This design comes from an exercise in tuning for small area, a short achievable clock period and few clock cycles per item on the open sky130 flow, not from production work.
RTL that was checked went through simulation tests only; none was proved equivalent to the original.
Power and IR drop assume default switching activity.

// roce_pkt_gen_top
module roce_pkt_gen_top (
  input  logic                    core_clk,
  input  logic                    core_aresetn,
  input  logic                    start_i,
  input  logic [47:0]             src_mac_i,
  input  logic [31:0]             src_ip_i,
  input  logic                    cfg_we_i,
  input  logic [2-1:0]    cfg_qp_i,
  input  logic [47:0]             cfg_mac_i,
  input  logic [31:0]             cfg_ip_i,
  input  logic [23:0]             cfg_psn_i,
  input  logic [512-1:0]      wqe_tdata_i,
  input  logic                    wqe_tvalid_i,
  input  logic                    tx_tready_i,
  output logic [512-1:0]      tx_tdata_o,
  output logic [64-1:0]  tx_tkeep_o,
  output logic                    tx_tvalid_o,
  output logic                    tx_tlast_o,
  output logic                    post_rd_wqe_o,
  output logic                    post_wr_wqe_o,
  output logic                    send_done_o,
  output logic                    read_done_o,
  output logic                    write_done_o
);
For scale: about 2,300 cells after synthesis.
clock: 10.0 ns
lec_check: 0
cap_margin: 20
core_area: 10 10 450 450
die_area: 0 0 460 460
place_density: 0.75
slew_margin: 20
standard.sh (not shown) runs the stock make flow with config.mk's settings and CLKGATE_MAP_FILE= SYNTH_SCRIPT=/design/flow/synth_recipe.tcl, a recipe that flattens the netlist after the stock synthesis.
==> flow/flow/run.sh <==
#!/bin/bash
set -euo pipefail
export SETUP_SLACK_MARGIN=6.5
export BUFFER_PORTS_ARGS="-buffer_cell sky130_fd_sc_hd__buf_1"
export CTS_ARGS="-sink_clustering_enable -repair_clock_nets -dont_use_dummy_load -sink_clustering_size 12 -buf_list {sky130_fd_sc_hd__clkbuf_8} -root_buf sky130_fd_sc_hd__clkbuf_16"
bash standard.sh > flow_standard.log 2>&1
The baseline passed the timing, design-rule and antenna checks.
Rerun with:
--- a/flow/design.v
+++ b/flow/design.v
@@ -272,21 +272,23 @@
     rd_psn = '0;
     for (int e = 0; e < 4; e++) begin
       rd_mac = rd_mac | ({48{soh_q[e]}} & tbl_ctx[e*104 + 56 +: 48]);
       rd_psn = rd_psn | ({24{soh_q[e]}} & tbl_ctx[e*104 +: 24]);
     end
   end
-  logic [15:0] csum_k, cs_x, cs_c;
-  logic [15:0] sip_q;
+  logic [15:0] csum_k, ks_x, ks_c, cs_x, cs_c;
+  logic [31:0] sip_q;
   logic [15:0] ks_q;
   logic        sip_ok_q, ks_ok_q;
   logic [15:0] csum;
   assign csum_k = n_send ? 16'h959b : n_read ? 16'h964f : 16'h954f;
+  assign ks_x = csum_k ^ sip_q[31:16] ^ sip_q[15:0];
+  assign ks_c = (csum_k & sip_q[31:16]) | (csum_k & sip_q[15:0]) | (sip_q[31:16] & sip_q[15:0]);
   always_ff @(posedge core_clk) begin
-    sip_q <= oc_add(src_ip_i[31:16], src_ip_i[15:0]);
-    ks_q  <= oc_add(csum_k, sip_q);
+    sip_q <= src_ip_i;
+    ks_q  <= oc_add(ks_x, {ks_c[14:0], ks_c[15]});
   end
   always_ff @(posedge core_clk or negedge core_aresetn) begin
     if (!core_aresetn) begin
       sip_ok_q <= 1'b0;
       ks_ok_q  <= 1'b0;
     end else begin
Outcome:
- The new run passed the timing, design-rule and antenna checks
- design area is about the same
- worst setup slack is better by 0.098 ns
- clock skew shrinks by 0.020 ns
- via count shrinks slightly
- wire length shrinks by a little under a tenth
Testbench counts after the change, summed over its fixed seeds: cycles 2,987, frames 768.
The RTL of the first run of this note was laid out without a check of its function.

--- another note on this design; it stands on its own ---

Setup of lane 5:
// roce_pkt_gen_top
module roce_pkt_gen_top (
  input  logic                    core_clk,
  input  logic                    core_aresetn,
  input  logic                    start_i,
  input  logic [47:0]             src_mac_i,
  input  logic [31:0]             src_ip_i,
  input  logic                    cfg_we_i,
  input  logic [2-1:0]    cfg_qp_i,
  input  logic [47:0]             cfg_mac_i,
  input  logic [31:0]             cfg_ip_i,
  input  logic [23:0]             cfg_psn_i,
  input  logic [512-1:0]      wqe_tdata_i,
  input  logic                    wqe_tvalid_i,
  input  logic                    tx_tready_i,
  output logic [512-1:0]      tx_tdata_o,
  output logic [64-1:0]  tx_tkeep_o,
  output logic                    tx_tvalid_o,
  output logic                    tx_tlast_o,
  output logic                    post_rd_wqe_o,
  output logic                    post_wr_wqe_o,
  output logic                    send_done_o,
  output logic                    read_done_o,
  output logic                    write_done_o
);
For scale: ~2400 cells after synthesis, ~840 flip-flops, roughly 33000 um^2 of cells after synthesis.
export LEC_CHECK = 0
export CAP_MARGIN = 20
export CORE_AREA = 10 10 450 450
export DIE_AREA = 0 0 460 460
export PLACE_DENSITY = 0.75
export SLEW_MARGIN = 20
create_clock -name core_clock -period 10.0 [get_ports {core_clk}]
standard.sh (not shown) runs the stock make flow with config.mk's settings and CLKGATE_MAP_FILE= SYNTH_SCRIPT=/design/flow/synth_recipe.tcl, a recipe that flattens the netlist after the stock synthesis.
==> flow/flow/run.sh <==
#!/bin/bash
# The standard ORFS layout (standard.sh: standard synthesis, floorplan,
# placement, CTS, routing, finish), run with different optimisation settings:
#  - repair_timing aims for 6.6 ns of setup slack at the 10 ns clock, so that
#    the layout is sized for a short achieved period;
#  - every port still gets its own buffer, but the smallest one (buf_1);
#  - CTS clusters up to 24 sinks per clkbuf_16 leaf, without dummy loads.
# Each tool's full log is under orfs/logs/; the make output goes to
# flow_standard.log in this folder.
set -euo pipefail
export SETUP_SLACK_MARGIN=6.6
export BUFFER_PORTS_ARGS="-buffer_cell sky130_fd_sc_hd__buf_1"
export CTS_ARGS="-sink_clustering_enable -repair_clock_nets -dont_use_dummy_load -sink_clustering_size 24 -sink_clustering_max_diameter 120 -buf_list {sky130_fd_sc_hd__clkbuf_16} -root_buf sky130_fd_sc_hd__clkbuf_16"
bash standard.sh > flow_standard.log 2>&1
diff inputs: lane 5 => lane 3
==> flow/flow/run.sh <==
#!/bin/bash
set -euo pipefail
export SETUP_SLACK_MARGIN=6.5
export BUFFER_PORTS_ARGS="-buffer_cell sky130_fd_sc_hd__buf_1"
export CTS_ARGS="-sink_clustering_enable -repair_clock_nets -dont_use_dummy_load -sink_clustering_size 12 -buf_list {sky130_fd_sc_hd__clkbuf_8} -root_buf sky130_fd_sc_hd__clkbuf_16"
bash standard.sh > flow_standard.log 2>&1
--- outcome ---
On utilization, lane 3 and lane 5 are neck and neck. Lane 3 vs. lane 5: combinational power share went down by 3.0 points. Met1 routed wirelength after detailed routing: lower on lane 5. Relative to lane 5, area overhead of the layout relative to synthesis has increased by 0.78 points in lane 3. The higher final period utilization came out of lane 3. Of the two values seen for worst setup path category, register to output pin was produced by lane 5 and primary input to register by lane 3. Against lane 5, lane 3 reports a register share of the cell area that is lower.
No run of this note included a check of the RTL's function; only the layout flow was run.

afterwards: timing with drivers on the ports:
In the flow no input, the clock included, has a driving cell. The finished layouts below were timed again as built, in two steps. Step 1 (the two cells are an assumption about what drives the block):
set clk [get_ports {core_clk}]
set_driving_cell -lib_cell sky130_fd_sc_hd__clkbuf_16 $clk
set_driving_cell -lib_cell sky130_fd_sc_hd__buf_2 [delete_from_list [all_inputs] $clk]
Step 2 times the ports against the registers' clock, not the clock port: input delays grow and output delays shrink by t, the midpoint of the rising clock arrivals with the driver on. Slacks: ideal ports / drivers / drivers and shift; pairs: ideal ports / drivers.
run | t, ns | setup slack, ns | worst setup path at the end | worst data-port slew with drivers (ns)
the first run of note 1 | 0.783 | 6.434 / 6.427 / 5.666 | input to register | 0.25
the second run of note 1 | 0.756 | 6.532 / 6.461 / 5.705 | input to register | 0.31
lane 5 | 0.717 | 6.476 / 6.412 / 5.811 | input to register | 0.26
lane 3 | 0.762 | 6.404 / 6.376 / 5.614 | input to register | 0.28
After both steps setup and hold are still met in every run listed. The setup slack of the second run of note 1, which loses most, moves by -0.071 ns with the drivers and by -0.827 ns with both steps.
